Background: an optimization exercise with open tools, aiming at small area. Do not read the settings as production practice.
At most, simulation tests tie the RTL to the original design; equivalence was not proved.
For runs 2 and 3, only the layout was checked, not whether the RTL still works.
Power is estimated from default activity; no workload was simulated.

===== flow/run.sh =====
#!/bin/bash
# synth_recipe.tcl (not shown) runs the flow's synth.tcl, then flattens the netlist and writes it again
# the make line also repeats each setting of config.mk as NAME=value (left out here)
make -C /OpenROAD-flow-scripts/flow DESIGN_CONFIG=/design/flow/config.mk WORK_HOME=/design/flow/orfs CLKGATE_MAP_FILE= SYNTH_SCRIPT=/design/flow/synth_recipe.tcl finish

===== flow/config.mk =====
export PLATFORM = sky130hd
export DESIGN_NAME = nmea_rmc_sentence_parser_top
export DESIGN_NICKNAME = nmea_rmc_sentence_parser_top
export VERILOG_FILES = /design/flow/design.v
export SDC_FILE = /design/flow/constraint.sdc
export NUM_CORES = 4
export LEC_CHECK = 0
export CAP_MARGIN = 20
export CORE_MARGIN = 2
export CORE_UTILIZATION = 40
export SLEW_MARGIN = 20

===== flow/constraint.sdc =====
create_clock -name core_clock -period 10.0 [get_ports {clk}]
set_input_delay 2.0000 -clock core_clock [delete_from_list [all_inputs] [get_ports {clk}]]
set_output_delay 2.0000 -clock core_clock [all_outputs]
set_load 0.01 [all_outputs]

===== flow/design.v =====
package nrmc_pkg;
  localparam logic [7:0] START_CHAR_RST = 8'd36;
  localparam logic [7:0] END_CHAR_RST   = 8'd42;
  localparam logic [7:0] BYTE_COMMA     = 8'd44;
  localparam logic [7:0] BYTE_DOT       = 8'd46;
  localparam int REC_W = 4 + 42 + 24 + 27 + 30;
endpackage
module nrmc_front (
  input  logic                      clk,
  input  logic                      rst_n,
  input  logic                      cfg_we,
  input  logic [1:0]                cfg_index,
  input  logic [7:0]                cfg_wdata,
  input  logic                      byte_vld_i,
  input  logic [7:0]                byte_i,
  output logic                      rec_push_o,
  output logic [nrmc_pkg::REC_W-1:0] rec_o
);
  localparam logic [24:0] L_MAX = 25'd1666665;    
  logic [7:0] start_r, end_r;
  logic       port_en_r;
  always_ff @(posedge clk) begin
    if (!rst_n) begin
      start_r   <= nrmc_pkg::START_CHAR_RST;
      end_r     <= nrmc_pkg::END_CHAR_RST;
      port_en_r <= 1'b1;
    end else if (cfg_we) begin
      case (cfg_index)
        2'd0: start_r   <= cfg_wdata;
        2'd1: end_r     <= cfg_wdata;
        2'd2: port_en_r <= cfg_wdata[0];
        default: ;
      endcase
    end
  end
  logic        in_sent_r;
  logic [3:0]  pos_r;       
  logic [3:0]  comma_r;     
  logic [2:0]  cif_r;       
  logic [6:0]  td_r [0:5];
  logic [7:0]  stat_r, ns_r, ew_r;
  logic [3:0]  spd_r;
  logic [27:0] lat_r;       
  logic [30:0] lon_r;       
  logic [1:0]  r_r;         
  logic        seen_r;      
  logic [2:0]  fdc_r;       
  logic act, is_end, is_start, clr, upd;
  assign act      = byte_vld_i && port_en_r;
  assign is_end   = in_sent_r && (byte_i == end_r);
  assign is_start = !is_end && (byte_i == start_r);
  assign clr      = act && is_start;
  assign upd      = act && in_sent_r && !is_end && !is_start;
  assign rec_push_o = act && is_end;
  logic [3:0] d;
  assign d = (byte_i >= 8'd48 && byte_i <= 8'd57) ? byte_i[3:0] : 4'd0;
  logic is_comma, is_dot;
  assign is_comma = (byte_i == nrmc_pkg::BYTE_COMMA);
  assign is_dot   = (byte_i == nrmc_pkg::BYTE_DOT);
  always_ff @(posedge clk) begin
    if (!rst_n) in_sent_r <= 1'b0;
    else if (act) begin
      if (is_end) in_sent_r <= 1'b0;
      else if (is_start) in_sent_r <= 1'b1;
    end
  end
  logic [3:0] pos_inc;
  assign pos_inc = (pos_r == 4'd15) ? pos_r : pos_r + 4'd1;
  always_ff @(posedge clk) begin
    if (clr) begin
      pos_r   <= '0;
      comma_r <= '0;
      cif_r   <= '0;
    end else if (upd) begin
      pos_r <= pos_inc;
      if (is_comma) begin
        if (comma_r != 4'd15) comma_r <= comma_r + 4'd1;
        cif_r <= '0;
      end else if (cif_r != 3'd7) begin
        cif_r <= cif_r + 3'd1;
      end
    end
  end
  logic       t_hit;
  logic [1:0] tk;
  logic       dt_hit;
  logic [1:0] dk;
  assign t_hit  = (pos_inc >= 4'd7) && (pos_inc <= 4'd12);
  assign tk     = 2'((pos_inc - 4'd7) >> 1);
  assign dt_hit = !is_comma && (comma_r == 4'd9) && (cif_r < 3'd6);
  assign dk     = cif_r[2:1];
  for (genvar k = 0; k < 6; k++) begin : g_td
    logic hit;
    if (k < 3) begin : g_t
      assign hit = t_hit && (tk == 2'(k));
    end else begin : g_d
      assign hit = dt_hit && (dk == 2'(k - 3));
    end
    always_ff @(posedge clk) begin
      if (clr) td_r[k] <= '0;
      else if (upd && hit) td_r[k] <= 7'(td_r[k][3:0] * 4'd10) + 7'(d);
    end
  end
  logic cap0;
  assign cap0 = upd && !is_comma && (cif_r == 3'd0);
  always_ff @(posedge clk) begin
    if (clr) begin
      stat_r <= '0;
      ns_r   <= '0;
      ew_r   <= '0;
      spd_r  <= '0;
    end else if (cap0) begin
      if (comma_r == 4'd2) stat_r <= byte_i;
      if (comma_r == 4'd4) ns_r   <= byte_i;
      if (comma_r == 4'd6) ew_r   <= byte_i;
      if (comma_r == 4'd7) spd_r  <= d;
    end
  end
  logic        fld_lat, fld_lon, in_coord, deg_ph;
  logic [9:0]  cdeg;
  logic [20:0] cl;
  assign fld_lat  = (comma_r == 4'd3);
  assign fld_lon  = (comma_r == 4'd5);
  assign in_coord = fld_lat || fld_lon;
  assign cdeg     = fld_lon ? lon_r[30:21] : {3'b0, lat_r[27:21]};
  assign cl       = fld_lon ? lon_r[20:0] : lat_r[20:0];
  assign deg_ph   = fld_lon ? (cif_r < 3'd3) : (cif_r < 3'd2);
  logic [9:0] deg_new;
  assign deg_new = 10'(cdeg[6:0] * 4'd10) + 10'(d);
  logic [4:0]  u;
  logic [2:0]  uq;
  logic [1:0]  ur;
  logic [14:0] kd;
  logic [24:0] wide;
  logic        l_take, sat;
  logic [20:0] l_new;
  logic [1:0]  r_new;
  assign u  = 5'(r_r) + 5'({d, 1'b0});
  assign uq = 3'(u / 5'd3);
  assign ur = 2'(u % 5'd3);
  always_comb begin
    case (fdc_r)
      3'd0:    kd = 15'(d * 11'd1666);
      3'd1:    kd = 15'(d * 8'd166);
      3'd2:    kd = 15'(d * 5'd16);
      default: kd = 15'(d);
    endcase
    if (!seen_r)
      wide = 25'(cl * 4'd10) + 25'(d * 15'd16666) + 25'(r_r * 2'd3) + 25'(uq);
    else
      wide = 25'(cl) + 25'(kd) + 25'(uq);
  end
  assign l_take = !seen_r || (fdc_r < 3'd4);
  assign sat    = (wide > L_MAX);
  assign l_new  = sat ? 21'(L_MAX) : wide[20:0];
  assign r_new  = sat ? 2'd0 : ur;
  logic [29:0] conv;
  assign conv = {24'({cdeg, 14'b0}) - 24'({cdeg, 10'b0}) + 24'({cdeg, 8'b0}) +
                 24'({cdeg, 3'b0}) + 24'(cdeg) + 24'(cl[20:6]), cl[5:0]};
  logic c_close, c_deg, c_dot, c_min;
  assign c_close = upd && in_coord && is_comma;
  assign c_deg   = upd && in_coord && !is_comma && deg_ph;
  assign c_dot   = upd && in_coord && !is_comma && !deg_ph && is_dot && !seen_r;
  assign c_min   = upd && in_coord && !is_comma && !deg_ph && !(is_dot && !seen_r) && l_take;
  always_ff @(posedge clk) begin
    if (clr) begin
      lat_r <= '0;
      lon_r <= '0;
    end else begin
      if (fld_lat) begin
        if (c_close)    lat_r        <= {1'b0, conv[26:0]};
        else if (c_deg) lat_r[27:21] <= deg_new[6:0];
        else if (c_min) lat_r[20:0]  <= l_new;
      end
      if (fld_lon) begin
        if (c_close)    lon_r        <= {1'b0, conv};
        else if (c_deg) lon_r[30:21] <= deg_new;
        else if (c_min) lon_r[20:0]  <= l_new;
      end
    end
  end
  always_ff @(posedge clk) begin
    if (clr || (upd && is_comma)) begin
      r_r    <= '0;
      seen_r <= 1'b0;
      fdc_r  <= '0;
    end else begin
      if (c_dot) seen_r <= 1'b1;
      if (c_min) begin
        r_r <= r_new;
        if (seen_r) fdc_r <= fdc_r + 3'd1;
      end
    end
  end
  logic valid;
  assign valid = (comma_r >= 4'd12);
  assign rec_o = valid ?
                 {spd_r, td_r[0], td_r[1], td_r[2], td_r[3], td_r[4], td_r[5],
                  stat_r, ns_r, ew_r, lat_r[26:0], lon_r[29:0]} :
                 {4'b1010, 123'b0};
endmodule
module nrmc_queue #(
  parameter int WIDTH = 8
) (
  input  logic             clk,
  input  logic             rst_n,
  input  logic             push_i,    
  input  logic [WIDTH-1:0] data_i,
  output logic             full_o,
  input  logic             pop_i,
  output logic [WIDTH-1:0] data_o,
  output logic             empty_o
);
  logic [WIDTH-1:0] mem [0:3];
  logic [1:0]       wr_r, rd_r;
  logic [2:0]       cnt_r;
  logic             do_pop;
  assign full_o  = cnt_r[2];
  assign empty_o = (cnt_r == 3'd0);
  assign do_pop  = pop_i && !empty_o;
  assign data_o  = mem[rd_r];
  always_ff @(posedge clk) begin
    if (push_i) mem[wr_r] <= data_i;
  end
  always_ff @(posedge clk) begin
    if (!rst_n) begin
      wr_r  <= '0;
      rd_r  <= '0;
      cnt_r <= '0;
    end else begin
      if (push_i) wr_r <= wr_r + 2'd1;
      if (do_pop) rd_r <= rd_r + 2'd1;
      cnt_r <= cnt_r + 3'(push_i) - 3'(do_pop);
    end
  end
endmodule
module nrmc_back (
  input  logic                       clk,
  input  logic                       rst_n,
  input  logic                       vld_i,
  input  logic [nrmc_pkg::REC_W-1:0] rec_i,
  output logic                       rdy_o,
  output logic                       out_empty,
  input  logic                       out_pop,
  output logic                       out_valid_res,
  output logic [6:0]                 out_utc_hour,
  output logic [6:0]                 out_utc_minute,
  output logic [6:0]                 out_utc_second,
  output logic [6:0]                 out_day_of_month,
  output logic [6:0]                 out_month_number,
  output logic [11:0]                out_full_year,
  output logic [7:0]                 out_fix_status,
  output logic [26:0]                out_latitude_micro_deg,
  output logic [29:0]                out_longitude_micro_deg,
  output logic [15:0]                out_hemispheres,
  output logic [3:0]                 out_speed_digit
);
  logic v1_r, v2_r, v3_r;
  logic rdy1, rdy2, rdy3;
  assign rdy3  = !v3_r || out_pop;
  assign rdy2  = !v2_r || rdy3;
  assign rdy1  = !v1_r || rdy2;
  assign rdy_o = rdy1;
  assign out_empty = !v3_r;
  always_ff @(posedge clk) begin
    if (!rst_n) begin
      v1_r <= 1'b0;
      v2_r <= 1'b0;
      v3_r <= 1'b0;
    end else begin
      if (rdy1) v1_r <= vld_i;
      if (rdy2) v2_r <= v1_r;
      if (rdy3) v3_r <= v2_r;
    end
  end
  logic [nrmc_pkg::REC_W-1:0] s1_r, s2_r, s3_r;
  always_ff @(posedge clk) begin
    if (rdy1) s1_r <= rec_i;
    if (rdy2) s2_r <= s1_r;
    if (rdy3) s3_r <= s2_r;
  end
  logic [3:0] spd;
  logic [6:0] yy;
  logic       valid;
  assign spd   = s3_r[126:123];
  assign valid = !(spd[3] && spd[1]);
  assign yy    = s3_r[87:81];
  assign out_valid_res           = valid;
  assign out_speed_digit         = {spd[3] && !spd[1], spd[2], spd[1] && !spd[3], spd[0]};
  assign out_utc_hour            = s3_r[122:116];
  assign out_utc_minute          = s3_r[115:109];
  assign out_utc_second          = s3_r[108:102];
  assign out_day_of_month        = s3_r[101:95];
  assign out_month_number        = s3_r[94:88];
  assign out_full_year           = valid ? {8'(7'd125 + {4'b0, yy[6:4]}), yy[3:0]} : 12'd0;
  assign out_fix_status          = s3_r[80:73];
  assign out_hemispheres         = s3_r[72:57];
  assign out_latitude_micro_deg  = s3_r[56:30];
  assign out_longitude_micro_deg = s3_r[29:0];
endmodule
module nmea_rmc_sentence_parser_top (
  input  logic        clk,
  input  logic        rst_n,
  input  logic        cfg_we,
  input  logic [1:0]  cfg_index,
  input  logic [7:0]  cfg_wdata,
  input  logic        in_push,
  output logic        in_full,
  input  logic [7:0]  in_rx_byte,
  output logic        out_empty,
  input  logic        out_pop,
  output logic        out_valid_res,
  output logic [6:0]  out_utc_hour,
  output logic [6:0]  out_utc_minute,
  output logic [6:0]  out_utc_second,
  output logic [6:0]  out_day_of_month,
  output logic [6:0]  out_month_number,
  output logic [11:0] out_full_year,
  output logic [7:0]  out_fix_status,
  output logic [26:0] out_latitude_micro_deg,
  output logic [29:0] out_longitude_micro_deg,
  output logic [15:0] out_hemispheres,
  output logic [3:0]  out_speed_digit
);
  logic                       rec_push, q_empty, back_rdy;
  logic [nrmc_pkg::REC_W-1:0] rec_f, rec_b;
  nrmc_front u_front (
    .clk        (clk),
    .rst_n      (rst_n),
    .cfg_we     (cfg_we),
    .cfg_index  (cfg_index),
    .cfg_wdata  (cfg_wdata),
    .byte_vld_i (in_push && !in_full),
    .byte_i     (in_rx_byte),
    .rec_push_o (rec_push),
    .rec_o      (rec_f)
  );
  nrmc_queue #(
    .WIDTH (nrmc_pkg::REC_W)
  ) u_queue (
    .clk     (clk),
    .rst_n   (rst_n),
    .push_i  (rec_push),
    .data_i  (rec_f),
    .full_o  (in_full),
    .pop_i   (back_rdy),
    .data_o  (rec_b),
    .empty_o (q_empty)
  );
  nrmc_back u_back (
    .clk                     (clk),
    .rst_n                   (rst_n),
    .vld_i                   (!q_empty),
    .rec_i                   (rec_b),
    .rdy_o                   (back_rdy),
    .out_empty               (out_empty),
    .out_pop                 (out_pop),
    .out_valid_res           (out_valid_res),
    .out_utc_hour            (out_utc_hour),
    .out_utc_minute          (out_utc_minute),
    .out_utc_second          (out_utc_second),
    .out_day_of_month        (out_day_of_month),
    .out_month_number        (out_month_number),
    .out_full_year           (out_full_year),
    .out_fix_status          (out_fix_status),
    .out_latitude_micro_deg  (out_latitude_micro_deg),
    .out_longitude_micro_deg (out_longitude_micro_deg),
    .out_hemispheres         (out_hemispheres),
    .out_speed_digit         (out_speed_digit)
  );
endmodule

==> results of run 1 <==
-- metal layers --
layer | wire length, µm | GRT usage
met1 | 49400 | 0.247
met4 | 2680 | 0.0556
met2 | 48700 | 0.271
met3 | 5600 | 0.0254
met5 | 41 | 0
-- registers in the layout, summed over array words and instances (netlist names), 28 cells and up --
register and flops:
u_front.lon_r 31, u_back.s3_r 127, u_back.s2_r 127, u_front.lat_r 28, u_front.td_r 42, u_back.s1_r 127, u_queue.mem 508
-- cells by family after synthesis --
family	count (synthesis)	synth area share
AOI/OAI and AO/OA	471	0.0662
muxes	210	0.0765
buffers and inverters	376	0.0388
DFF	1063	0.625
adders and majority gates	303	0.0857
and+or+nand+nor	742	0.0780
xor gates and xnor gates	165	0.0299
-- power groups by stage --
| stage | Combinational, mW | Sequential [mW] | Clock, mW |
|---|---|---|---|
| 2_1_floorplan | 0.556 | 4.95 | 0 |
| 3_3_place_gp | 0.699 | 5.02 | 0 |
| 3_5_place_dp | 0.703 | 5.02 | 0 |
| 4_1_cts | 0.705 | 4.93 | 4.06 |
| 5_1_grt | 0.747 | 4.94 | 4.23 |
| 6_report | 0.684 | 4.92 | 3.96 |
-- path summary, 6_finish.rpt --
check                                   endpoint  depth (start not counted)
hold / removal         u_back.s3_r[51]$_DFFE_PP_                          0
setup reg to reg  u_front.lon_r[16]$_SDFFE_PP0P_                         28
hold reg to reg        u_back.s3_r[51]$_DFFE_PP_                          0
setup / recovery  u_front.lat_r[13]$_SDFFE_PP0P_                         33
-- Yosys cell counts, types with 6 or more instances --
master,number
a311oi_1,12
a211o_1,6
nand2_1,146
o211a_1,7
nand2b_1,14
a21o_1,38
a211oi_1,39
nor2_1,186
nand4_1,14
ha_1,257
or3_1,8
and2_1,41
mux4_2,127
edfxtp_1,889
a31o_2,12
nand3b_1,7
a32o_1,10
buf_1,25
o22ai_1,6
o21bai_1,10
a41oi_1,10
o21ai_0,76
nor3_1,42
xnor2_1,115
nand3_1,65
nor4_1,7
a31oi_1,25
buf_4,121
nor2b_1,43
nor3b_1,8
or2_2,7
and3_1,133
dfxtp_1,174
xor2_1,50
clkbuf_1,100
o211ai_1,7
o32ai_1,6
o31ai_1,10
a21oi_1,128
fa_1,46
o21a_1,18
inv_1,128
mux2i_1,79
-- critical path, delay by kind of cell --
family                   cells  cell delay (ns)
XOR/XNOR                     2             0.26
AO/OA/AOI/OAI               11             2.70
adder cells (fa/ha/maj)      7             1.79
AND/OR/NAND/NOR              9             2.26
buffers and inverters        4             1.11
-- metrics by stage --
step | TNS (ns) | total power, mW
2_1_floorplan | 0 | 5.51
4_1_cts | 0 | 9.69
6_report | 0 | 9.56
3_5_place_dp | -19.71 | 5.72
5_1_grt | 0 | 9.91
3_3_place_gp | -15.23 | 5.72
-- cell type report --
type	count	area share
multi-input cells	1891	0.295
clock buffers	135	0.0506
repair buffers	322	0.0517
well taps	1612	0.0364
diodes	1	0.0000452
inverters	129	0.00883
flip-flops and latches	1063	0.545
clock inverters	58	0.0126
-- layout by cell type (no fill, tap or decap), drive strengths merged, types with 38 or more instances in the layout --
master	Yosys	routed
edfxtp	889	889
ha	257	257
nor2	186	186
dfxtp	174	174
buf	147	165
clkdlybuf4s50	0	157
nand2	146	146
inv	128	135
clkbuf	100	135
and3	133	133
a21oi	128	128
mux4	127	127
xnor2	115	115
mux2i	79	79
o21ai	78	78
nand3	66	66
xor2	50	50
fa	46	46
nor2b	43	43
nor3	42	42
and2	41	41
a211oi	40	40
a21o	38	38
==> out/summary.md, run 1 <==
The run finished with no timing, DRC or antenna violations. Synthesis produced a netlist with a net count of 3656. For the register share of total power, the log shows 0.515. The area taken by multi-input logic gates was 0.0163 mm²; the initial antenna violation count was 8.

The proportion of netlist area held by the largest area contributor is 0.553. Using the TritonRoute via totals, the vias-per-cell ratio works out to 5.23. The first global-routing pass estimated 163000 µm of wire. The number of warnings printed during yosys synthesis was 4. The cell accounting for the most synthesized area was edfxtp_1. Class of the tightest hold or removal check: reg2reg. Fraction of layout instances using a drive strength above 1: 0.139. The clock reaches the later pin of the worst-skew pair after 0.71 ns. The tools report the number of iterations in the first detailed-routing pass as 5.

The post-route minimum period works out to 9.54 ns. After synthesis the cells add up to 0.0483 mm². The wire length after detailed routing is 106000 µm. The run gives 71800 µm as the total half-perimeter wirelength after legalization and detailed placement.

After the flow finishes, the layout carries non-filler instances totaling 5211. The nature of the critical path startpoint was an input pin. The logs give 0.0302 mm² for the combined flip-flop and latch cell area and 97 for the largest net degree at the start of global routing.

Setup violations remaining at the end of the flow were counted as 0. The tools report the core utilization of the finished layout as 0.462. OpenSTA, run right after detailed placement, puts the worst setup slack at -0.631 ns.

Clock-pin slew was measured on the worst setup and hold paths at 0.06 ns. The startpoint of the lowest-slack hold path is u_back.s2_r[51]$_DFFE_PP_. The run gives 3 as the number of buffers between clock root and the deepest sink. Synthesis produced a netlist whose cell count is 3330.

The tools report the number of vias after detailed routing as 27300. STA classifies the critical path endpoint as a register. For the cell-internal power, the log shows 7.44 mW. The final-layout worst hold slack was 0.405 ns; the height of the die was 351 µm.

By area the synthesized netlist is led by edfxtp_1 (55%), dfxtp_1 (7.2%), ha_1 (6.7%), mux4_2 (5.9%), xnor2_1 (2.1%). The congestion estimate from routability-driven global placement came to 0.878. Summed over all nets, the switching power comes to 2.12 mW. In this run, synthesis produced a sequential element count of 1063. For the worst setup path, the data required time is 10.58 ns.

For the setup slack of the most critical reg-to-reg path, the log shows 1.84 ns. The switching power share of the total is 0.222. Library cell appearing most often on the critical path: ha_1. Commonest register cell after synthesis: edfxtp_1. Tracing the worst setup path back leads to its startpoint at in_rx_byte[5].

The number of max-cap violations was 0; the number of input and output port buffers inserted was 157. The combined global-route utilization of all metal layers is 0.173. Clock skew on the completed layout was measured at 0.0282 ns.

Along the worst path, the maximum fanout reaches 10. Derived from the worst setup path, the maximum achievable clock frequency is 0.105 GHz. The logs give 0 for the buffers inserted during post-CTS setup optimization and 3837 for the final net count.

Data on the critical path arrives at its endpoint at 10.12 ns. The die is 351 µm wide. The sequential fraction of the synthesis area came out at 0.625. The I/O pin count came out at 158. The number of synthesized flops with an enable pin came out at 889.

The H-tree generated during clock tree synthesis spans 3 levels. TritonCTS built the clock tree. The run gives 0 as the total of cells resized after clock tree synthesis. Summing all non-filler instances in the final layout gives an area of 0.0554 mm². Via count of the first global-routing pass: 27000. The floorplan step defined a core boundary enclosing 0.120 mm². Kind of critical path: in2reg. The worst slew slack as a fraction of its limit is 0.284, and the number of nets with antenna violations after detailed routing is 0. Compared with the post-synthesis result, the final layout area differs by 14.7%.

Setup repair after global routing left no endpoint under its margin. Across the VDD grid, the largest voltage drop is 0.000126 V. The total count of max-transition violations in the final report was 0. The proportion of register bits with asynchronous set or reset after synthesis is 0, and the total power per unit cell area is 173 mW/mm². Counting the fill cells in the layout gives 10600.

The share of total power in the clock network was 0.414. The number of rows in the core area is 127, and the TritonCTS sink count is 1063. Including well taps, the total number of placed cells is 5017. Average wire length per cell after detail routing: 20.4 µm. In the routed design, unresolved DRC markers number 0. The average instance area after synthesis was 14.5 µm².

For the pin with the worst max-slew slack, the measured transition is 1.04 ns. The fraction of power consumed by combinational cells was 0.072. For the placed standard-cell area, the log shows 0.0519 mm². The tools report the clock buffer count from CTS as 104. The post-synthesis cell type count is 81. The tools report the final hold violation count as 0. The worst register-to-register path begins at u_front.comma_r[2]$_SDFFE_PP0P_.

The area enclosed by the die boundary was 0.124 mm²; the critical path's largest stage delay was 0.60 ns. In this run, post-CTS hold repair placed 0 buffers. The worst path meets setup with 0.456 ns of slack.

Summed over all cells, the static leakage comes to 23.0 nW. On the critical path, the stage with the largest delay is an instance of clkdlybuf4s50_1. The cell sitting at the root of the clock tree is a clkbuf_16.

The residual overflow from global routing came out at 0. The effective utilization at floorplan is 0.403, and the starting DRC count in detailed routing is 2188. The ratio of final minimum period to clock period works out to 0.954.
==> inputs of run 2 (changes only) <==
--- a/flow/design.v
+++ b/flow/design.v
@@ -17,5 +17,4 @@
   output logic [nrmc_pkg::REC_W-1:0] rec_o
 );
-  localparam logic [24:0] L_MAX = 25'd1666665;    
   logic [7:0] start_r, end_r;
   logic       port_en_r;
@@ -43,5 +42,7 @@
   logic [27:0] lat_r;       
   logic [30:0] lon_r;       
+  logic [20:0] w_r;         
   logic [1:0]  r_r;         
+  logic        sat_r;       
   logic        seen_r;      
   logic [2:0]  fdc_r;       
@@ -118,49 +119,65 @@
   end
   logic        fld_lat, fld_lon, in_coord, deg_ph;
-  logic [9:0]  cdeg;
-  logic [20:0] cl;
+  logic [23:0] cd;
   assign fld_lat  = (comma_r == 4'd3);
   assign fld_lon  = (comma_r == 4'd5);
   assign in_coord = fld_lat || fld_lon;
-  assign cdeg     = fld_lon ? lon_r[30:21] : {3'b0, lat_r[27:21]};
-  assign cl       = fld_lon ? lon_r[20:0] : lat_r[20:0];
+  assign cd       = fld_lon ? lon_r[23:0] : {3'b0, lat_r[20:0]};
   assign deg_ph   = fld_lon ? (cif_r < 3'd3) : (cif_r < 3'd2);
-  logic [9:0] deg_new;
-  assign deg_new = 10'(cdeg[6:0] * 4'd10) + 10'(d);
   logic [4:0]  u;
   logic [2:0]  uq;
   logic [1:0]  ur;
-  logic [14:0] kd;
-  logic [24:0] wide;
-  logic        l_take, sat;
-  logic [20:0] l_new;
-  logic [1:0]  r_new;
   assign u  = 5'(r_r) + 5'({d, 1'b0});
   assign uq = 3'(u / 5'd3);
   assign ur = 2'(u % 5'd3);
-  always_comb begin
-    case (fdc_r)
-      3'd0:    kd = 15'(d * 11'd1666);
-      3'd1:    kd = 15'(d * 8'd166);
-      3'd2:    kd = 15'(d * 5'd16);
-      default: kd = 15'(d);
-    endcase
-    if (!seen_r)
-      wide = 25'(cl * 4'd10) + 25'(d * 15'd16666) + 25'(r_r * 2'd3) + 25'(uq);
-    else
-      wide = 25'(cl) + 25'(kd) + 25'(uq);
-  end
-  assign l_take = !seen_r || (fdc_r < 3'd4);
-  assign sat    = (wide > L_MAX);
-  assign l_new  = sat ? 21'(L_MAX) : wide[20:0];
-  assign r_new  = sat ? 2'd0 : ur;
-  logic [29:0] conv;
-  assign conv = {24'({cdeg, 14'b0}) - 24'({cdeg, 10'b0}) + 24'({cdeg, 8'b0}) +
-                 24'({cdeg, 3'b0}) + 24'(cdeg) + 24'(cl[20:6]), cl[5:0]};
-  logic c_close, c_deg, c_dot, c_min;
+  logic c_close, c_deg, c_dot, c_min, sat;
   assign c_close = upd && in_coord && is_comma;
   assign c_deg   = upd && in_coord && !is_comma && deg_ph;
   assign c_dot   = upd && in_coord && !is_comma && !deg_ph && is_dot && !seen_r;
-  assign c_min   = upd && in_coord && !is_comma && !deg_ph && !(is_dot && !seen_r) && l_take;
+  assign c_min   = upd && in_coord && !is_comma && !deg_ph && !(is_dot && !seen_r) &&
+                   (!seen_r || (fdc_r < 3'd4 && !sat_r));
+  assign sat     = !seen_r && (sat_r || w_r >= 21'd166666);
+  logic [2:0] ph;           
+  logic [3:0] dd;
+  logic [23:0] kd;
+  assign ph = c_deg ? 3'd0 : !seen_r ? 3'd1 : 3'd2 + {1'b0, fdc_r[1:0]};
+  assign dd = (d > 4'd9) ? 4'd0 : d;
+  always_comb begin
+    kd = '0;
+    for (int i = 0; i < 10; i++) begin
+      if (dd == 4'(i)) begin
+        case (ph)
+          3'd0:    kd = 24'(i * 15625);
+          3'd1:    kd = 24'(i * 16666);
+          3'd2:    kd = 24'(i * 1666);
+          3'd3:    kd = 24'(i * 166);
+          3'd4:    kd = 24'(i * 16);
+          default: kd = 24'(i);
+        endcase
+      end
+    end
+  end
+  logic        mul10;
+  logic [23:0] opa, opb, wide;
+  logic [3:0]  opt;
+  always_comb begin
+    mul10 = 1'b0;
+    opa   = cd;
+    opb   = 24'(w_r[20:6]);
+    opt   = 4'd0;
+    if (c_deg) begin
+      mul10 = 1'b1;
+      opb   = kd;
+    end else if (!is_comma) begin
+      opa = 24'(w_r);
+      opt = 4'(uq);
+      opb = kd;
+      if (!seen_r) begin
+        mul10 = 1'b1;
+        opt   = 4'(uq) + 4'(r_r * 2'd3);
+      end
+    end
+    wide = (mul10 ? 24'({opa, 3'b0}) + 24'({opa, 1'b0}) : opa) + opb + 24'(opt);
+  end
   always_ff @(posedge clk) begin
     if (clr) begin
@@ -169,12 +186,10 @@
     end else begin
       if (fld_lat) begin
-        if (c_close)    lat_r        <= {1'b0, conv[26:0]};
-        else if (c_deg) lat_r[27:21] <= deg_new[6:0];
-        else if (c_min) lat_r[20:0]  <= l_new;
+        if (c_close)    lat_r        <= {1'b0, wide[20:0], w_r[5:0]};
+        else if (c_deg) lat_r[20:0]  <= wide[20:0];
       end
       if (fld_lon) begin
-        if (c_close)    lon_r        <= {1'b0, conv};
-        else if (c_deg) lon_r[30:21] <= deg_new;
-        else if (c_min) lon_r[20:0]  <= l_new;
+        if (c_close)    lon_r        <= {1'b0, wide, w_r[5:0]};
+        else if (c_deg) lon_r[23:0]  <= wide;
       end
     end
@@ -182,11 +197,20 @@
   always_ff @(posedge clk) begin
     if (clr || (upd && is_comma)) begin
+      w_r    <= '0;
       r_r    <= '0;
       seen_r <= 1'b0;
       fdc_r  <= '0;
+      sat_r  <= 1'b0;
     end else begin
       if (c_dot) seen_r <= 1'b1;
       if (c_min) begin
-        r_r <= r_new;
+        if (sat) begin
+          w_r   <= 21'd1666665;
+          r_r   <= 2'd0;
+          sat_r <= 1'b1;
+        end else begin
+          w_r <= wide[20:0];
+          r_r <= ur;
+        end
         if (seen_r) fdc_r <= fdc_r + 3'd1;
       end
--- a/flow/config.mk
+++ b/flow/config.mk
@@ -6,6 +6,9 @@
 export NUM_CORES = 4
 export LEC_CHECK = 0
+export ABC_AREA = 1
 export CAP_MARGIN = 20
 export CORE_MARGIN = 2
 export CORE_UTILIZATION = 40
+export CTS_BUF_LIST = sky130_fd_sc_hd__clkbuf_4
+export CTS_CLUSTER_SIZE = 20
 export SLEW_MARGIN = 20
==> run 2 against run 1 <==
Synthesized cell count rose by 22%. First-iteration DRC count up 9.2%. Final cell count grew 15%. Via count up 11%. Count of clock-buffer cells in the layout up 285. Still clean. Critical endpoint is now u_front.lat_r[26]$_SDFFE_PP0P_. Flip-flop and latch count is 20 higher. Largest cell class unchanged.
==> out/summary.md, run 2 <==
The slowest library cell on the worst path was clkdlybuf4s50_1. The post-route minimum period came out at 8.03 ns (-1.51 ns). The number of input and output port buffers inserted is 157 (unchanged). For the final net count, the log shows 4426 (+15%). The number of buffers between clock root and the deepest sink was 4 (+1); the number of placed instances with taps included was 5489 (+9.4%).

The average instance area after synthesis was 11.3 µm² (-22%); the via count normalized by instance count was 5.08 (-2.9%). Area growth from synthesis to layout: 12.7%. By instance count, the leading cell after synthesis is edfxtp_1. The tools report the final standard cell count with taps included and fillers excluded as 5975 (+15%). Cell accounting for the most synthesized area: edfxtp_1. STA classifies the critical path startpoint as an input pin. Standby leakage power: 19.9 nW (-14%). The tools report the maximum clock frequency as 0.125 GHz (+19%). The class of the tightest hold or removal check is reg2reg. The worst setup path is captured at a register. The x dimension of the die works out to 343 µm (-2.4%). u_queue.mem holds more flip-flops than any other register.

The register bit count reported by yosys works out to 1083 (+1.9%). The number of synthesized flops with an enable pin is 889 (unchanged), and the total power per unit cell area is 244 mW/mm² (+41%). For the number of max-cap violations, the log shows 0 (unchanged). TritonCTS built the clock tree.

The fraction of layout instances using a drive strength above 1 came out at 0.129 (-0.0102). The run finished with no timing, DRC or antenna violations. The required arrival time at the worst endpoint was 10.97 ns (+0.39 ns). The run gives 6 (+1) as the number of iterations in the first detailed-routing pass. Setup repair after global routing left no endpoint under its margin.

The average wire length per cell after detail routing came out at 18.1 µm (-12%). The number of buffers inserted for hold repair after clock tree synthesis is 0 (unchanged). By count the netlist is led by edfxtp_1 (889), nor2_1 (516), o21ai_0 (509). The worst setup path is of the in2reg kind. The library cells used most frequently in the layout, excluding fill and tap cells, are edfxtp_1 (889), nor2_1 (511), o21ai_0 (509). Flip-flop count of the largest register, all copies and words added: 508 (unchanged). The tools report the worst-case setup slack after placement as 0.949 ns (+1.58 ns).

The tools report the final weighted congestion in routability-driven placement as 0.937 (+6.8%). The clock slew seen by the registers of the worst setup and hold paths came out at 0.07 ns (about the same). The number of vias after detailed routing was 30400 (+11%). The arrival time reported for the critical path endpoint was 9.00 ns (-1.12 ns).

The TritonCTS sink count is 1083 (+1.9%), and the worst clock skew is 0.110 ns (+0.0818 ns). The largest driver fanout on the critical path came out at 8 (-2). The number of DRC violations after detailed routing is 0 (unchanged), and the initial antenna violation count is 3 (-5).

The logs give 0 (unchanged) for the total count of max-transition violations in the final report and 0.183 (+0.00993) for the combined global-route utilization of all metal layers. The tools report the clock root buffer as clkbuf_4. The worst slew slack as a fraction of its limit is 0.160 (-0.124), and the ratio of final minimum period to clock period is 0.803 (-0.151).

The effective utilization at floorplan was 0.403 (about the same). The tools report the number of nets produced by synthesis as 4217 (+15%). The later-pin clock latency in the skew report came out at 1.14 ns (+0.43 ns). The area enclosed by the die boundary is 0.118 mm² (-4.7%), and the proportion of netlist area held by the largest area contributor is 0.580 (+0.0275).

The residual overflow from global routing was 0 (unchanged). Yosys attributes the largest share of cell area to edfxtp_1 (58%), dfxtp_1 (8.4%), o21ai_0 (5.5%), nor2_1 (4.2%), nand2_1 (3.6%). The tools report the via count of the first global-routing pass as 29900 (+11%).

The number of failing setup endpoints in the final timing report is 0 (unchanged). The run gives 291 (+180%) as the clock buffer count from CTS. Gate count of the mapped netlist: 4061 (+22%). The total of cells resized after clock tree synthesis is 0 (unchanged). Final hold violation count: 0 (unchanged). The run gives 124 (-2.4%) as the number of rows in the core area. The tools report the final-layout setup total negative slack as 0 ns (unchanged).

The wire length after detailed routing is 108000 µm (+1.4%), and the critical path's largest stage delay is 0.71 ns (+0.11 ns). For the final worst slack, the log shows 1.97 ns (+1.51 ns). The I/O pin count was 158 (unchanged); the deepest level of the CTS H-tree was 5 (+2). The logs give 167000 µm (+2.5%) for the global-route wire length before repair and 4 (unchanged) for the number of warnings printed during yosys synthesis. The tools report the sequential fraction of the synthesis area as 0.665 (+0.0398). The largest net degree at the start of global routing is 120 (+24%).

Leaving out fill and tap cells, the most frequent cell in the layout is edfxtp_1. The transition at the pin with the smallest max-transition slack came out at 1.25 ns (+0.204 ns). The most used flip-flop cell after synthesis is edfxtp_1. The run gives 67800 µm (-5.5%) as the total half-perimeter wirelength after legalization and detailed placement.

The buffers inserted during post-CTS setup optimization is 0 (unchanged). The proportion of register bits with asynchronous set or reset after synthesis works out to 0 (unchanged). The area of the mapped netlist was 0.0460 mm² (-4.7%); the worst ir drop on vdd was 0.000158 V (+25%). For the number of nets with antenna violations after detailed routing, the log shows 0 (unchanged). The post-synthesis cell type count was 59 (-27%); the height of the die was 343 µm (-2.4%). The starting DRC count in detailed routing is 2389 (+9.2%), and the area inside the core boundary is 0.114 mm² (-4.7%).
==> run 2: changes by cell type after synthesis, moves of 38 or more <==
| cell | previous run | this run |
|---|---|---|
| mux2i_1 | 79 | 1 |
| nand2_1 | 146 | 440 |
| and2_1 | 41 | 3 |
| nor2_1 | 186 | 516 |
| xnor2_1 | 115 | 20 |
| o22ai_1 | 6 | 135 |
| inv_1 | 128 | 374 |
| o21ai_0 | 76 | 509 |
| nor2b_1 | 43 | 0 |
| mux4_2 | 127 | 0 |
| ha_1 | 257 | 112 |
| and3_1 | 133 | 0 |
| a21oi_1 | 128 | 220 |
==> run 2: cells by family after synthesis <==
group	after synthesis	synth area share
buffers and inverters	689	0.0683
muxes	1	0.000218
and+or+nand+nor	1125	0.101
AOI/OAI and AO/OA	967	0.114
adders and majority gates	133	0.0396
xor gates and xnor gates	63	0.0120
DFF	1083	0.665
==> run 2: metrics by stage <==
stage	hold slack (ns)	utilization	power (mW)	cell area [µm²]
3_3_place_gp	0.401	0.423	8.98	48300
6_report	0.379	0.454	12.6	51900
5_1_grt	0.379	0.454	13.4	51900
3_5_place_dp	0.405	0.423	9.03	48300
2_1_floorplan	0.400	-	8.08	46000
4_1_cts	0.374	0.454	12.8	51800
==> run 2: layout make-up <==
class | instances | area [µm²]
multi-input cells | 2289 | 12400
clock inverters | 61 | 378
diodes | 5 | 12.5
flip-flops and latches | 1083 | 30600
clock buffers | 420 | 3150
well taps | 1512 | 1890
repair buffers | 201 | 1940
inverters | 404 | 1540
fillers | 10700 | 62300
==> run 2: worst max-delay path, delay by kind of cell <==
kind,cells,cell delay (ns)
AOI/OAI and AO/OA,7,1.16
adders and majority gates,8,2.30
xor gates and xnor gates,2,0.41
buffers and inverters,7,1.13
and+or+nand+nor,15,1.97
==> run 2: power by group <==
part	switching (mW)	internal, mW
combinational	1.54	0.981
clock	1.69	2.04
sequential	0.334	6.05
==> run 2: final timing paths <==
path,start,endpoint,slack (ns),depth (start not counted)
worst max-delay path,in_rx_byte[3],u_front.lat_r[26]$_SDFFE_PP0P_,1.97,39
worst min-delay path,u_back.s1_r[122]$_DFFE_PP_,u_back.s2_r[122]$_DFFE_PP_,0.38,0
worst max register to register,u_front.comma_r[2]$_SDFFE_PP0P_,u_front.lon_r[21]$_SDFFE_PP0P_,3.21,34
worst min register to register,u_back.s1_r[122]$_DFFE_PP_,u_back.s2_r[122]$_DFFE_PP_,0.38,0
==> run 2: metal layers <==
metal	wire, µm	GRT usage
met2	49300	0.288
met5	0	0
met1	48800	0.248
met4	2730	0.0692
met3	7040	0.0383
==> inputs of run 3 (changes only) <==
--- a/flow/config.mk
+++ b/flow/config.mk
@@ -7,8 +7,8 @@
 export LEC_CHECK = 0
 export ABC_AREA = 1
-export CAP_MARGIN = 20
+export CAP_MARGIN = 0
 export CORE_MARGIN = 2
-export CORE_UTILIZATION = 40
-export CTS_BUF_LIST = sky130_fd_sc_hd__clkbuf_4
-export CTS_CLUSTER_SIZE = 20
-export SLEW_MARGIN = 20
+export CORE_UTILIZATION = 60
+export CTS_BUF_LIST = sky130_fd_sc_hd__clkbuf_8
+export CTS_CLUSTER_SIZE = 30
+export SLEW_MARGIN = 0
==> run 3 against run 2 <==
Non-clock buffer count is 9 higher. Core utilization increased by 22 points. Combinational power barely moved. Maximum frequency fell by 7.0%. Via count grew 1.6%. Register-to-register slack got worse by 0.16 ns. Routed wire length increased by 5.7%. Synthesized area is the same. Clock power shrank 5%. Critical path depth is 2 lower. Hold slack improved by 0.018 ns. Flip-flop and latch count unchanged.
==> out/summary.md, run 3 <==
The post-layout instance area is 0.0511 mm² (-1.6%), and the number of max-cap violations is 0 (unchanged). The count of buffering cells on the critical path with inverters included works out to 6 (-1). The endpoint of the worst-slack reg-to-reg timing path is u_front.lon_r[21]$_SDFFE_PP0P_.

For the number of buffers between clock root and the deepest sink, the log shows 3 (-1). Total of cells resized after clock tree synthesis: 0 (unchanged). By instance count, the cell type seen most on the critical path is nand2_1. The wire length after detailed routing is 114000 µm (+5.7%).

For the final worst slack, the log shows 1.37 ns (-0.603 ns). The residual overflow from global routing is 0 (unchanged), and the number of failing setup endpoints in the final timing report is 0 (unchanged). The number of nets produced by synthesis was 4217 (unchanged); the height of the die was 281 µm (-18%).

The average instance area after synthesis came out at 11.3 µm² (unchanged). After synthesis, the cell types taking the most area are edfxtp_1 (58%), dfxtp_1 (8.4%), o21ai_0 (5.5%), nor2_1 (4.2%), nand2_1 (3.6%). For the final net count, the log shows 4312 (-2.6%). The launch point of the worst path was in_rx_byte[2]. The TritonCTS sink count was 1083 (unchanged); the deepest level of the CTS H-tree was 4 (-1). For the final-layout setup total negative slack, the log shows 0 ns (unchanged). The combined global-route utilization of all metal layers was 0.289 (+0.107).

The number of synthesized flops with an enable pin was 889 (unchanged). The flow ran to the end and the layout has no timing, DRC or antenna violations. Sequential fraction of the synthesis area: 0.665 (unchanged). Total power per unit cell area: 245 mW/mm² (+0.44%). Placed standard-cell area: 0.0478 mm² (-1.1%).

The logs give 4061 (unchanged) for the gate count of the mapped netlist and 0.0789 mm² (-33%) for the area enclosed by the die boundary. In the synthesized netlist the dominant register cell turns out to be edfxtp_1. The logs give 3.05 ns (-0.16 ns) for the setup slack of the most critical reg-to-reg path and 0 (unchanged) for the number of DRC violations after detailed routing. The logs give 0.397 ns (+0.0181 ns) for the final-layout worst hold slack and 9.29 ns (+0.29 ns) for the arrival time reported for the critical path endpoint. The area of the mapped netlist came out at 0.0460 mm² (unchanged).

Setup repair after global routing left no endpoint under its margin. The buffers inserted during post-CTS setup optimization was 0 (unchanged); the starting DRC count in detailed routing was 3007 (+26%). The initial antenna violation count was 3 (unchanged). The later-pin clock latency in the skew report was 0.83 ns (-0.31 ns); the number of warnings printed during yosys synthesis was 4 (unchanged). In the layout the commonest cells are edfxtp_1 (889), nor2_1 (512), o21ai_0 (509).

The slowest stage of the critical path belongs to the cell clkdlybuf4s50_1. Fraction of layout instances using a drive strength above 1: 0.0814 (-0.0471). The worst-case reg-to-reg path depth was 36 (+5.9%). The effective utilization at floorplan is 0.606 (+0.203). The total half-perimeter wirelength after legalization and detailed placement came out at 73300 µm (+8.1%). The post-synthesis cell type count was 59 (unchanged); the final weighted congestion in routability-driven placement was 0.912 (-2.7%). The clock slew seen by the registers of the worst setup and hold paths is 0.06 ns (about the same), and the ratio of final minimum period to clock period is 0.863 (+0.0603). The clock buffer count from CTS is 168 (-42%), and the number of buffers inserted for hold repair after clock tree synthesis is 0 (unchanged). The register with the highest flop count is u_queue.mem. The critical path's largest stage delay works out to 0.73 ns (+0.02 ns). The x dimension of the die is 281 µm (-18%). The number of iterations in the first detailed-routing pass is 8 (+2), and the I/O pin count is 158 (unchanged).

The clock root buffer is clkbuf_8. The proportion of register bits with asynchronous set or reset after synthesis is 0 (unchanged), and the largest driver fanout on the critical path is 7 (-1). The tools report the standby leakage power as 19.7 nW (-0.62%). The number of rows in the core area was 101 (-19%). Required arrival time at the worst endpoint: 10.66 ns (-0.31 ns). For the largest net degree at the start of global routing, the log shows 191 (+59%). The number of vias after detailed routing was 30800 (+1.6%).

The tools report the total count of max-transition violations in the final report as 0 (unchanged). The instance count on the critical path was 37 (-5.1%); the worst-case setup slack after placement was 0.749 ns (-0.200 ns). The class of the tightest hold or removal check is reg2reg. The maximum clock frequency is 0.116 GHz (-7.0%). The register bit count reported by yosys came out at 1083 (unchanged). The post-route minimum period came out at 8.63 ns (+0.603 ns). The logs give 173000 µm (+3.5%) for the global-route wire length before repair and 0.0759 mm² (-33%) for the area inside the core boundary. The transition at the pin with the smallest max-transition slack was 1.10 ns (-0.149 ns). The cell accounting for the most synthesized area was edfxtp_1. The via count of the first global-routing pass was 30500 (+1.9%); the worst clock skew was 0.0402 ns (-0.0698 ns). Kind of critical path: in2reg. The worst slew slack as a fraction of its limit is 0.267 (+0.107).

The tools report the launching point of the worst reg2reg path as u_front.comma_r[2]$_SDFFE_PP0P_. The via count normalized by instance count was 5.78 (+14%); the worst ir drop on vdd was 0.000171 V (+8.4%). Among cell families on the critical path, the largest total delay comes from adder cells. Most common cell after layout, fill and taps aside: edfxtp_1. The worst setup path is captured at a register. The number of input and output port buffers inserted is 157 (unchanged), and the final hold violation count is 0 (unchanged).

Proportion of netlist area held by the largest area contributor: 0.580 (unchanged). Relative to the synthesized area, the layout overhead comes to 11.0%. Sorting the synthesized cells by how often they occur yields edfxtp_1 (889), nor2_1 (516), o21ai_0 (509). TritonCTS built the clock tree. The flip-flop count of the largest register, all copies and words added works out to 508 (unchanged). The critical path ends at u_front.lon_r[17]$_SDFFE_PP0P_. In the post-synthesis netlist, the cell with the most instances is edfxtp_1.

The average wire length per cell after detail routing is 21.4 µm (+19%). The nature of the critical path startpoint was an input pin. Number of nets with antenna violations after detailed routing: 0 (unchanged).
## run 3: cell counts after synthesis
Identical to the previous run, type by type.
## run 3: logic make-up (layout without fill, tap and decap cells)
family / after synthesis / after routing / synth area share
flip-flops: 1083 / 1083 / 0.665
multiplexers: 1 / 1 / 0.000218
XOR/XNOR: 63 / 63 / 0.0120
adder cells (fa/ha/maj): 133 / 133 / 0.0396
other: 0 / 2 / 0
AO/OA/AOI/OAI: 967 / 967 / 0.114
AND/OR/NAND/NOR: 1125 / 1125 / 0.101
buffers and inverters: 689 / 928 / 0.0683
## run 3: through the flow
step,utilization,power (mW),std cells
5_1_grt,0.672,13.0,5332
2_1_floorplan,-,8.08,4061
3_5_place_dp,0.629,9.03,5016
6_report,0.672,12.5,5332
3_3_place_gp,0.629,8.89,5016
4_1_cts,0.672,12.6,5330
## run 3: worst min path at each step
stage                               start                          to  cells past startpoint
2_1_floorplan    u_back.s1_r[0]$_DFFE_PP_    u_back.s2_r[0]$_DFFE_PP_                      0
3_3_place_gp    u_back.s2_r[48]$_DFFE_PP_   u_back.s3_r[48]$_DFFE_PP_                      0
3_5_place_dp   u_back.s1_r[104]$_DFFE_PP_  u_back.s2_r[104]$_DFFE_PP_                      0
4_1_cts         u_back.s1_r[21]$_DFFE_PP_   u_back.s2_r[21]$_DFFE_PP_                      0
5_1_grt         u_back.s1_r[79]$_DFFE_PP_   u_back.s2_r[79]$_DFFE_PP_                      0
6_report        u_back.s1_r[79]$_DFFE_PP_   u_back.s2_r[79]$_DFFE_PP_                      0
## run 3: worst register-to-register path: cells and delay by family (launching register included)
kind                     cells  cell delay [ns]
AO/OA/AOI/OAI                9             2.02
XOR/XNOR                     1             0.12
adder cells (fa/ha/maj)      3             1.10
buffers and inverters        5             0.97
flip-flops                   1             0.51
AND/OR/NAND/NOR             18             2.12
## run 3: where the power goes
part           switching, mW  internal (mW)  total [mW]
Combinational           1.53          0.986        2.52
Clock                   1.73           1.82        3.55
Sequential             0.373           6.05        6.42
## run 3: cell type report
class                           count  area [µm²]
Fill cell                        5570       24900
Sequential cell                  1083       30600
Inverter                          404        1540
Clock inverter                    131         766
Timing Repair Buffer              210        1990
Multi-Input combinational cell   2289       12400
Antenna cell                        2        5.00
Tap cell                         1030        1290
Clock buffer                      183        2520
## run 3: metal layers
layer  routed length [µm]  global-route usage
met5                    0                   0
met2                52700               0.458
met3                 8430              0.0451
met4                 3550               0.106
met1                49400               0.409
==> inputs of run 4 (changes only) <==
--- a/flow/design.v
+++ b/flow/design.v
@@ -7,12 +7,13 @@
 endpackage
 module nrmc_front (
-  input  logic                      clk,
-  input  logic                      rst_n,
-  input  logic                      cfg_we,
-  input  logic [1:0]                cfg_index,
-  input  logic [7:0]                cfg_wdata,
-  input  logic                      byte_vld_i,
-  input  logic [7:0]                byte_i,
-  output logic                      rec_push_o,
+  input  logic                       clk,
+  input  logic                       rst_n,
+  input  logic                       cfg_we,
+  input  logic [1:0]                 cfg_index,
+  input  logic [7:0]                 cfg_wdata,
+  input  logic                       byte_vld_i,
+  input  logic [7:0]                 byte_i,
+  output logic                       rec_push_o,
+  output logic [nrmc_pkg::REC_W-1:0] rec_we_o,
   output logic [nrmc_pkg::REC_W-1:0] rec_o
 );
@@ -37,9 +38,7 @@
   logic [3:0]  comma_r;     
   logic [2:0]  cif_r;       
-  logic [6:0]  td_r [0:5];
-  logic [7:0]  stat_r, ns_r, ew_r;
+  logic [3:0]  prev_r;      
   logic [3:0]  spd_r;
-  logic [27:0] lat_r;       
-  logic [30:0] lon_r;       
+  logic [23:0] deg_r;       
   logic [20:0] w_r;         
   logic [1:0]  r_r;         
@@ -47,5 +46,5 @@
   logic        seen_r;      
   logic [2:0]  fdc_r;       
-  logic act, is_end, is_start, clr, upd;
+  logic act, is_end, is_start, clr, upd, push;
   assign act      = byte_vld_i && port_en_r;
   assign is_end   = in_sent_r && (byte_i == end_r);
@@ -53,5 +52,6 @@
   assign clr      = act && is_start;
   assign upd      = act && in_sent_r && !is_end && !is_start;
-  assign rec_push_o = act && is_end;
+  assign push     = act && is_end;
+  assign rec_push_o = push;
   logic [3:0] d;
   assign d = (byte_i >= 8'd48 && byte_i <= 8'd57) ? byte_i[3:0] : 4'd0;
@@ -83,45 +83,25 @@
     end
   end
-  logic       t_hit;
-  logic [1:0] tk;
-  logic       dt_hit;
-  logic [1:0] dk;
+  always_ff @(posedge clk) begin
+    if (upd) prev_r <= d;
+  end
+  logic       t_hit, dt_hit;
+  logic [1:0] tk, dk;
+  logic [6:0] pair, t_val, dt_val;
   assign t_hit  = (pos_inc >= 4'd7) && (pos_inc <= 4'd12);
   assign tk     = 2'((pos_inc - 4'd7) >> 1);
   assign dt_hit = !is_comma && (comma_r == 4'd9) && (cif_r < 3'd6);
   assign dk     = cif_r[2:1];
-  for (genvar k = 0; k < 6; k++) begin : g_td
-    logic hit;
-    if (k < 3) begin : g_t
-      assign hit = t_hit && (tk == 2'(k));
-    end else begin : g_d
-      assign hit = dt_hit && (dk == 2'(k - 3));
-    end
-    always_ff @(posedge clk) begin
-      if (clr) td_r[k] <= '0;
-      else if (upd && hit) td_r[k] <= 7'(td_r[k][3:0] * 4'd10) + 7'(d);
-    end
-  end
-  logic cap0;
-  assign cap0 = upd && !is_comma && (cif_r == 3'd0);
+  assign pair   = 7'(prev_r * 4'd10) + 7'(d);
+  assign t_val  = pos_inc[0] ? 7'(d) : pair;
+  assign dt_val = cif_r[0] ? pair : 7'(d);
   always_ff @(posedge clk) begin
-    if (clr) begin
-      stat_r <= '0;
-      ns_r   <= '0;
-      ew_r   <= '0;
-      spd_r  <= '0;
-    end else if (cap0) begin
-      if (comma_r == 4'd2) stat_r <= byte_i;
-      if (comma_r == 4'd4) ns_r   <= byte_i;
-      if (comma_r == 4'd6) ew_r   <= byte_i;
-      if (comma_r == 4'd7) spd_r  <= d;
-    end
+    if (clr) spd_r <= '0;
+    else if (upd && !is_comma && cif_r == 3'd0 && comma_r == 4'd7) spd_r <= d;
   end
   logic        fld_lat, fld_lon, in_coord, deg_ph;
-  logic [23:0] cd;
   assign fld_lat  = (comma_r == 4'd3);
   assign fld_lon  = (comma_r == 4'd5);
   assign in_coord = fld_lat || fld_lon;
-  assign cd       = fld_lon ? lon_r[23:0] : {3'b0, lat_r[20:0]};
   assign deg_ph   = fld_lon ? (cif_r < 3'd3) : (cif_r < 3'd2);
   logic [4:0]  u;
@@ -138,13 +118,11 @@
                    (!seen_r || (fdc_r < 3'd4 && !sat_r));
   assign sat     = !seen_r && (sat_r || w_r >= 21'd166666);
-  logic [2:0] ph;           
-  logic [3:0] dd;
+  logic [2:0]  ph;          
   logic [23:0] kd;
   assign ph = c_deg ? 3'd0 : !seen_r ? 3'd1 : 3'd2 + {1'b0, fdc_r[1:0]};
-  assign dd = (d > 4'd9) ? 4'd0 : d;
   always_comb begin
     kd = '0;
     for (int i = 0; i < 10; i++) begin
-      if (dd == 4'(i)) begin
+      if (d == 4'(i)) begin
         case (ph)
           3'd0:    kd = 24'(i * 15625);
@@ -163,5 +141,5 @@
   always_comb begin
     mul10 = 1'b0;
-    opa   = cd;
+    opa   = deg_r;
     opb   = 24'(w_r[20:6]);
     opt   = 4'd0;
@@ -181,20 +159,6 @@
   end
   always_ff @(posedge clk) begin
-    if (clr) begin
-      lat_r <= '0;
-      lon_r <= '0;
-    end else begin
-      if (fld_lat) begin
-        if (c_close)    lat_r        <= {1'b0, wide[20:0], w_r[5:0]};
-        else if (c_deg) lat_r[20:0]  <= wide[20:0];
-      end
-      if (fld_lon) begin
-        if (c_close)    lon_r        <= {1'b0, wide, w_r[5:0]};
-        else if (c_deg) lon_r[23:0]  <= wide;
-      end
-    end
-  end
-  always_ff @(posedge clk) begin
     if (clr || (upd && is_comma)) begin
+      deg_r  <= '0;
       w_r    <= '0;
       r_r    <= '0;
@@ -203,4 +167,5 @@
       sat_r  <= 1'b0;
     end else begin
+      if (c_deg) deg_r <= wide;
       if (c_dot) seen_r <= 1'b1;
       if (c_min) begin
@@ -217,10 +182,32 @@
     end
   end
-  logic valid;
+  logic valid, zap;
+  logic [29:0] coord;
   assign valid = (comma_r >= 4'd12);
-  assign rec_o = valid ?
-                 {spd_r, td_r[0], td_r[1], td_r[2], td_r[3], td_r[4], td_r[5],
-                  stat_r, ns_r, ew_r, lat_r[26:0], lon_r[29:0]} :
-                 {4'b1010, 123'b0};
+  assign zap   = clr || (push && !valid);
+  assign coord = {wide, w_r[5:0]};
+  logic cap0;
+  assign cap0 = upd && !is_comma && (cif_r == 3'd0);
+  always_comb begin
+    rec_we_o = '0;
+    rec_o    = '0;
+    rec_we_o[126:123] = {4{push}};
+    rec_o[126:123]    = valid ? spd_r : 4'b1010;
+    for (int k = 0; k < 6; k++) begin
+      rec_we_o[122 - 7*k -: 7] = {7{zap || (upd && (k < 3 ? (t_hit && tk == 2'(k))
+                                                          : (dt_hit && dk == 2'(k - 3))))}};
+      rec_o[122 - 7*k -: 7]    = zap ? 7'd0 : (k < 3 ? t_val : dt_val);
+    end
+    rec_we_o[80:73] = {8{zap || (cap0 && comma_r == 4'd2)}};
+    rec_we_o[72:65] = {8{zap || (cap0 && comma_r == 4'd4)}};
+    rec_we_o[64:57] = {8{zap || (cap0 && comma_r == 4'd6)}};
+    rec_o[80:73]    = zap ? 8'd0 : byte_i;
+    rec_o[72:65]    = zap ? 8'd0 : byte_i;
+    rec_o[64:57]    = zap ? 8'd0 : byte_i;
+    rec_we_o[56:30] = {27{zap || (c_close && fld_lat)}};
+    rec_we_o[29:0]  = {30{zap || (c_close && fld_lon)}};
+    rec_o[56:30]    = zap ? 27'd0 : coord[26:0];
+    rec_o[29:0]     = zap ? 30'd0 : coord;
+  end
 endmodule
 module nrmc_queue #(
@@ -230,4 +217,5 @@
   input  logic             rst_n,
   input  logic             push_i,    
+  input  logic [WIDTH-1:0] we_i,
   input  logic [WIDTH-1:0] data_i,
   output logic             full_o,
@@ -244,6 +232,10 @@
   assign do_pop  = pop_i && !empty_o;
   assign data_o  = mem[rd_r];
-  always_ff @(posedge clk) begin
-    if (push_i) mem[wr_r] <= data_i;
+  for (genvar e = 0; e < 4; e++) begin : g_e
+    for (genvar b = 0; b < WIDTH; b++) begin : g_b
+      always_ff @(posedge clk) begin
+        if (we_i[b] && wr_r == 2'(e)) mem[e][b] <= data_i[b];
+      end
+    end
   end
   always_ff @(posedge clk) begin
@@ -348,5 +340,5 @@
 );
   logic                       rec_push, q_empty, back_rdy;
-  logic [nrmc_pkg::REC_W-1:0] rec_f, rec_b;
+  logic [nrmc_pkg::REC_W-1:0] rec_we, rec_f, rec_b;
   nrmc_front u_front (
     .clk        (clk),
@@ -358,4 +350,5 @@
     .byte_i     (in_rx_byte),
     .rec_push_o (rec_push),
+    .rec_we_o   (rec_we),
     .rec_o      (rec_f)
   );
@@ -366,4 +359,5 @@
     .rst_n   (rst_n),
     .push_i  (rec_push),
+    .we_i    (rec_we),
     .data_i  (rec_f),
     .full_o  (in_full),
--- a/flow/config.mk
+++ b/flow/config.mk
@@ -9,6 +9,7 @@
 export CAP_MARGIN = 0
 export CORE_MARGIN = 2
-export CORE_UTILIZATION = 60
-export CTS_BUF_LIST = sky130_fd_sc_hd__clkbuf_8
-export CTS_CLUSTER_SIZE = 30
+export CORE_UTILIZATION = 40
+export CTS_BUF_LIST = sky130_fd_sc_hd__clkbuf_16
+export CTS_CLUSTER_DIAMETER = 80
+export CTS_CLUSTER_SIZE = 25
 export SLEW_MARGIN = 0
==> run 4 against run 3 <==
Clock skew shrank 0.0079 ns. Global-route usage shrank 12 points. Largest power group unchanged. Sequential power shrank 9.2%. Critical path type unchanged. Core utilization shrank 23 points. Still clean. Hold slack gained 0.021 ns.
==> out/summary.md, run 4 <==
The flow ran to the end and the layout has no timing, DRC or antenna violations. The number of failing setup endpoints in the final timing report came out at 0 (unchanged). The most common cell in the synthesized netlist is edfxtp_1. The number of synthesized flops with an enable pin works out to 893 (+0.45%). The final-layout setup total negative slack was 0 ns (unchanged); the required arrival time at the worst endpoint was 10.38 ns (-0.28 ns). The worst ir drop on vdd came out at 0.000226 V (+32%). The worst clock skew is 0.0323 ns (-0.00792 ns). The logs give 0 (unchanged) for the final hold violation count and 0 (unchanged) for the number of max-cap violations. The total of cells resized after clock tree synthesis came out at 0 (unchanged).

The clock slew seen by the registers of the worst setup and hold paths was 0.10 ns (+0.04 ns). The logs give 10.2 mW (-18%) for the post-layout total power and 4629 (-13%) for the final standard cell count with taps included and fillers excluded. The flip-flop count of the largest register, all copies and words added came out at 508 (unchanged). The tools report the area taken by multi-input logic gates as 0.00972 mm² (-21%).

Library cell appearing most often on the critical path: nand2_1. The final-layout worst hold slack is 0.418 ns (+0.0214 ns). Setup repair after global routing left no endpoint under its margin. The total power per unit cell area is 230 mW/mm² (-6.1%). Register with the highest flop count: u_queue.mem.

The average wire length per cell after detail routing is 19.7 µm (-7.9%). The tools report the global-route wire length before repair as 138000 µm (-20%). The switching power share of the total works out to 0.278 (-0.0126).

The arrival time reported for the critical path endpoint was 9.56 ns (+0.27 ns). The largest total area in the synthesized netlist belongs to edfxtp_1. The register share of total power came out at 0.570 (+0.056).

The number of rows in the core area is 116 (+15%). Number of nets produced by synthesis: 3332 (-21%). The worst-case setup slack after placement was 0.198 ns (-0.551 ns); the number of buffers between clock root and the deepest sink was 3 (unchanged).

The area growth from synthesis to layout is 9.52%. The via count of the first global-routing pass came out at 22800 (-25%). Wire length after detailed routing: 91200 µm (-20%).

In the synthesized netlist, the cells that appear most often are edfxtp_1 (893), nand2_1 (481), o21ai_0 (292). The effective utilization at floorplan came out at 0.405 (-0.201). Share of total power in the clock network: 0.215 (-0.069). Number of nets with antenna violations after detailed routing: 0 (unchanged). The critical path is of the in2reg type. The number of buffers inserted for hold repair after clock tree synthesis was 0 (unchanged).

The transition at the pin with the smallest max-transition slack is 1.23 ns (+0.128 ns). Clock tree synthesis selected as its root buffer the cell clkbuf_16. The logs give 60 (+1.7%) for the post-synthesis cell type count and 39900 µm (-19%) for the routed length on met1. In the layout the commonest cells are edfxtp_1 (893), nand2_1 (480), o21ai_0 (292).

Number of DRC violations after detailed routing: 0 (unchanged). The library cell used most frequently in the layout, excluding fill and tap cells, is edfxtp_1. Height of the die: 323 µm (+15%). The logs give 0 (unchanged) for the buffers inserted during post-CTS setup optimization and 4 (unchanged) for the number of warnings printed during yosys synthesis. Maximum clock frequency: 0.109 GHz (-6.0%). The post-route minimum period was 9.18 ns (+0.547 ns); the starting DRC count in detailed routing was 2016 (-33%).

The worst setup path is captured at a register. The worst slew slack as a fraction of its limit was 0.177 (-0.0901); the proportion of netlist area held by the largest area contributor was 0.659 (+0.0789). For the clock buffer count from CTS, the log shows 48 (-71%). The area enclosed by the die boundary came out at 0.104 mm² (+32%). The number of input and output port buffers inserted was 157 (unchanged). The critical path's largest stage delay was 0.59 ns (-0.14 ns).

The via count normalized by instance count is 5.08 (-12%). The tightest min-delay check is of the reg2reg type. The number of vias after detailed routing is 23500 (-24%). The final weighted congestion in routability-driven placement is 0.929 (+1.8%). The placed standard-cell area was 0.0431 mm² (-9.8%); the fraction of layout instances using a drive strength above 1 was 0.0498 (-0.0316).

The post-layout instance area was 0.0446 mm² (-13%). The net switching power figure came out at 2.85 mW (-22%). The sequential fraction of the synthesis area came out at 0.706 (+0.0413). The cell-internal power is 7.38 mW (-17%), and the deepest level of the CTS H-tree is 2 (-2). The amount of wire on met3 after detailed routing was 5100 µm (-40%); the largest driver fanout on the critical path was 8 (+1). The register bit count reported by yosys works out to 988 (-8.8%). After synthesis, the cell types taking the most area are edfxtp_1 (66%), dfxtp_1 (4.7%), nand2_1 (4.4%), o21ai_0 (3.6%), a21oi_1 (3.3%). The average instance area after synthesis is 12.7 µm² (+12%), and the core utilization of the finished layout is 0.444 (-0.229). For the number of placed instances with taps included, the log shows 4539 (-9.5%).

The total met2 wirelength after detailed routing came out at 43200 µm (-18%). The area inside the core boundary was 0.100 mm² (+32%); the number of iterations in the first detailed-routing pass was 6 (-2). The x dimension of the die works out to 323 µm (+15%). For this run, the leading register cell type out of synthesis is edfxtp_1. The TritonCTS sink count is 988 (-8.8%), and the total half-perimeter wirelength after legalization and detailed placement is 61600 µm (-16%). The ratio of final minimum period to clock period works out to 0.918 (+0.0547).

The tools report the nature of the critical path startpoint as an input pin. The run gives 158 (unchanged) as the I/O pin count. For the standby leakage power, the log shows 16.8 nW (-15%). TritonCTS built the clock tree.

The logs give 0.0407 mm² (-12%) for the area of the mapped netlist and 0.821 ns (-0.547 ns) for the final worst slack. The initial antenna violation count is 2 (-1). The slowest stage of the critical path is the clkdlybuf4s50_1 cell.

The total count of max-transition violations in the final report is 0 (unchanged). The logs give 0.64 ns (-0.19 ns) for the later-pin clock latency in the skew report and 0.173 (-0.116) for the combined global-route utilization of all metal layers. The proportion of register bits with asynchronous set or reset after synthesis came out at 0 (unchanged).

For the fill cell total of the finished layout, the log shows 9159 (+64%). The logs give 0.216 (+0.014) for the fraction of power consumed by combinational cells and 3352 (-22%) for the final net count. The logs give 0.0287 mm² (-6.1%) for the combined flip-flop and latch cell area and 197 (+3.1%) for the largest net degree at the start of global routing. The gate count of the mapped netlist was 3212 (-21%); the residual overflow from global routing was 0 (unchanged). Routed signal wires occupy layers up through met4.
==> run 4: layout make-up <==
| class | count | area share |
|---|---|---|
| multi-input cells | 1727 | 0.218 |
| inverters | 263 | 0.0224 |
| repair buffers | 204 | 0.0435 |
| well taps | 1357 | 0.0381 |
| clock inverters | 40 | 0.00564 |
| clock buffers | 49 | 0.0275 |
| flip-flops and latches | 988 | 0.645 |
| diodes | 1 | 0.0000562 |
==> run 4: final timing paths <==
check	start	to	slack (ns)	depth (start not counted)
setup / recovery	in_rx_byte[4]	u_queue.mem[1][25]$_DFFE_PP_	0.82	41
hold / removal	u_back.s2_r[121]$_DFFE_PP_	u_back.s3_r[121]$_DFFE_PP_	0.42	0
setup reg to reg	u_front.r_r[1]$_SDFFE_PP0P_	u_queue.mem[1][25]$_DFFE_PP_	2.98	36
hold reg to reg	u_back.s2_r[121]$_DFFE_PP_	u_back.s3_r[121]$_DFFE_PP_	0.42	0
==> run 4: critical path: cells and delay by family <==
| kind | cells | cell delay, ns |
|---|---|---|
| AND/OR/NAND/NOR | 22 | 2.82 |
| adder cells (fa/ha/maj) | 8 | 2.52 |
| AO/OA/AOI/OAI | 5 | 0.99 |
| buffers and inverters | 4 | 0.77 |
| XOR/XNOR | 2 | 0.46 |
==> run 4: per-layer routing <==
metal | vias to the layer above | global-route usage
met5 | - | 0
met4 | 0 | 0.0565
met3 | 111 | 0.0262
met2 | 612 | 0.287
met1 | 11400 | 0.234
li1 | 11400 | -
==> run 4: cells by family after synthesis <==
family / share of synthesized area
xor+xnor: 0.00969
mux: 0.000492
fa+ha+maj: 0.0319
simple gates: 0.0824
flops: 0.706
buf+inv: 0.0579
compound gates: 0.112
==> run 4: power groups by stage <==
stage,Combinational [mW],Sequential [mW],Clock [mW]
after floorplan,1.51,5.80,0
after global placement,2.22,5.93,0
after detailed placement,2.24,5.94,0
after CTS,2.24,5.85,2.26
after global routing,2.43,5.92,2.41
final,2.21,5.83,2.20

-- separate check: timing with driven ports --
How much do the figures lean on ideal ports? The routed layouts below were timed once more, with nothing changed but the port constraints.
Step 1 sets driving cells, clkbuf_16 on the clock port and buf_2 on the other inputs (assumed; they add their load-dependent delay and slew).
Step 2 times the ports against the registers' clock, not the clock port: input delays grow and output delays shrink by t, the midpoint of the rising clock arrivals with the driver on.
a / b / c = no drivers / after step 1 / after step 2; a / b = the first two.
run | t, ns | setup slack, ns | clock arrival spread, ns | pins driven straight from the clock port
run 1 | 0.760 | 0.456 / 0.504 / -0.257 | 0.036 / 0.035 | 1
run 2 | 1.142 | 1.971 / 1.865 / 0.723 | 0.122 / 0.122 | 1
run 3 | 0.880 | 1.368 / 1.341 / 0.461 | 0.046 / 0.046 | 1
run 4 | 0.692 | 0.821 / 0.857 / 0.165 | 0.032 / 0.033 | 1
Met with ideal ports but missed after step 2: setup timing in run 1. The setup slack of run 2, which loses most, moves by -0.106 ns with the drivers and by -1.248 ns with both steps.
